From an optimization exercise on the open Yosys and OpenROAD flow, aimed at small area, a short achievable clock period and few clock cycles per item; shortcuts taken in it are not production practice. Function was checked by simulation only, so behaviour that the tests miss may differ from the original. Power and IR drop assume default switching activity.

==> flow/design.v (excerpt) <==
module tlb_fifo_lru_replacement_unit #(
  parameter int unsigned ENTRIES = tlbfl_pkg::DEF_ENTRIES
) (
  input  logic                              clk,
  input  logic                              rst_n,
  input  logic                              in_valid,
  output logic                              in_ready,
  input  logic                              in_req_type,
  input  logic [tlbfl_pkg::PID_W-1:0]       in_proc_id,
  input  logic [tlbfl_pkg::PAGE_W-1:0]      in_page_num,
  input  logic [tlbfl_pkg::FRAME_W-1:0]     in_frame_in,
  output logic                              out_valid,
  input  logic                              out_ready,
  output logic                              out_hit,
  output logic [tlbfl_pkg::FRAME_W-1:0]     out_frame_out,
  output logic                              out_evicted,
  output logic [tlbfl_pkg::PAGE_W-1:0]      out_evicted_page,
  input  logic                              cfg_psel,
  input  logic                              cfg_penable,
  input  logic                              cfg_pwrite,
  input  logic [tlbfl_pkg::CFG_ADDR_W-1:0]  cfg_paddr,
  input  logic [tlbfl_pkg::CFG_DATA_W-1:0]  cfg_pwdata,
  output logic [tlbfl_pkg::CFG_DATA_W-1:0]  cfg_prdata,
  output logic                              cfg_pready
);
  localparam int unsigned N  = 16;
  localparam int unsigned PW = tlbfl_pkg::PID_W;
  localparam int unsigned GW = tlbfl_pkg::PAGE_W;
  localparam int unsigned FW = tlbfl_pkg::FRAME_W;
  logic                        mode;
  logic [tlbfl_pkg::CAP_W-1:0] capacity;
  tlbfl_regs u_regs (
    .clk         (clk),
    .rst_n       (rst_n),
    .cfg_psel    (cfg_psel),
    .cfg_penable (cfg_penable),
    .cfg_pwrite  (cfg_pwrite),
    .cfg_paddr   (cfg_paddr),
    .cfg_pwdata  (cfg_pwdata),
    .cfg_prdata  (cfg_prdata),
    .cfg_pready  (cfg_pready),
    .mode        (mode),
    .capacity    (capacity)
  );
  logic          req_v, req_t;
  logic [PW-1:0] req_pid;
  logic [GW-1:0] req_page;
  logic [FW-1:0] req_frame;
  logic          out_valid_r;
  logic          fire, req_ld;
  assign fire     = req_v && (!out_valid_r || out_ready);
  logic          idle_q;
  assign in_ready = idle_q || out_ready;
  assign req_ld   = in_ready && in_valid;
  ...
For scale: roughly 4600 cells after synthesis, ~1300 flip-flops, roughly 180 I/O pins, about 57000 µm² of cells after synthesis.
Settings: LEC_CHECK=0, CAP_MARGIN=20, CORE_MARGIN=2, CORE_UTILIZATION=40, CTS_CLUSTER_DIAMETER=110, CTS_CLUSTER_SIZE=24, SETUP_SLACK_MARGIN=4.15, SLEW_MARGIN=20; clock period 7.5 ns.
run.sh (not shown) runs the stock make flow with config.mk's settings and CLKGATE_MAP_FILE= SYNTH_SCRIPT=/design/flow/synth_recipe.tcl, a recipe that flattens the netlist after the stock synthesis.
The baseline finished with timing, DRC and antenna clean.
Testbench counts at the start, summed over its fixed seeds: cycles 17,632, items 17,600.
Next try:
- CTS_CLUSTER_DIAMETER: 110 -> 100
- CTS_CLUSTER_SIZE: 24 -> 20
Outcome: The changed run ran to the end with no violations; wire length increases by 0.54%; sequential share of layout area falls by 0.51 points; die area does not change.

---

tlb_fifo_lru_replacement_unit again, from the RTL that the note above started with.
Design tlb_fifo_lru_replacement_unit, start of the top module:
module tlb_fifo_lru_replacement_unit #(
  parameter int unsigned ENTRIES = tlbfl_pkg::DEF_ENTRIES
) (
  input  logic                              clk,
  input  logic                              rst_n,
  input  logic                              in_valid,
  output logic                              in_ready,
  input  logic                              in_req_type,
  input  logic [tlbfl_pkg::PID_W-1:0]       in_proc_id,
  input  logic [tlbfl_pkg::PAGE_W-1:0]      in_page_num,
  input  logic [tlbfl_pkg::FRAME_W-1:0]     in_frame_in,
  output logic                              out_valid,
  input  logic                              out_ready,
  output logic                              out_hit,
  output logic [tlbfl_pkg::FRAME_W-1:0]     out_frame_out,
  output logic                              out_evicted,
  output logic [tlbfl_pkg::PAGE_W-1:0]      out_evicted_page,
  input  logic                              cfg_psel,
  input  logic                              cfg_penable,
  input  logic                              cfg_pwrite,
  input  logic [tlbfl_pkg::CFG_ADDR_W-1:0]  cfg_paddr,
  input  logic [tlbfl_pkg::CFG_DATA_W-1:0]  cfg_pwdata,
  output logic [tlbfl_pkg::CFG_DATA_W-1:0]  cfg_prdata,
  output logic                              cfg_pready
);
make LEC_CHECK=0 CAP_MARGIN=20 CORE_MARGIN=2 CORE_UTILIZATION=50 CTS_CLUSTER_DIAMETER=100 CTS_CLUSTER_SIZE=20 SETUP_SLACK_MARGIN=4.15 SLEW_MARGIN=20 finish   # period 7.5 ns
The starting point finished clean.
Testbench counts at the start, summed over its fixed seeds: cycles 17,632, items 17,600.
Next try:
- CTS_CLUSTER_DIAMETER: 100 -> 110
- CTS_CLUSTER_SIZE: 20 -> 24
What happened:
- The changed run completed without violations
- die area is unchanged
- non-clock buffer count does not change
- hold slack hardly moves
- power falls by a few percent
- clock-buffer cell count falls by 13
- synthesized area does not change
- cell count is about the same
- sequential share of layout area rises by 0.28 points

## re-timing with driven ports
In the flow no input, the clock included, has a driving cell. The finished layouts below were timed again as built, in two steps.
Step 1 (the two cells are an assumption about what drives the block):
set clk [get_ports {clk}]
set_driving_cell -lib_cell sky130_fd_sc_hd__clkbuf_16 $clk
set_driving_cell -lib_cell sky130_fd_sc_hd__buf_2 [delete_from_list [all_inputs] $clk]
Step 2, shift: input delay + t, output delay - t, t = (earliest + latest rising clock arrival at the registers) / 2. This alone moves slack from input paths to output paths.
Three values: ideal, step 1, step 2; two values: the first two.
run	shift t [ns]	setup WS [ns]	worst data-port slew with drivers (ns)
the first run of note 1	0.788	3.988 / 3.949 / 3.352	0.06
the second run of note 1	0.812	3.988 / 3.949 / 3.282	0.06
the first run of note 2	0.786	3.985 / 3.946 / 3.326	0.05
the second run of note 2	0.786	3.939 / 3.947 / 3.212	0.05
After both steps setup and hold are still met in every run listed. For the second run of note 2, which loses most, drivers alone change the setup slack by +0.008 ns; drivers and shift together by -0.727 ns.
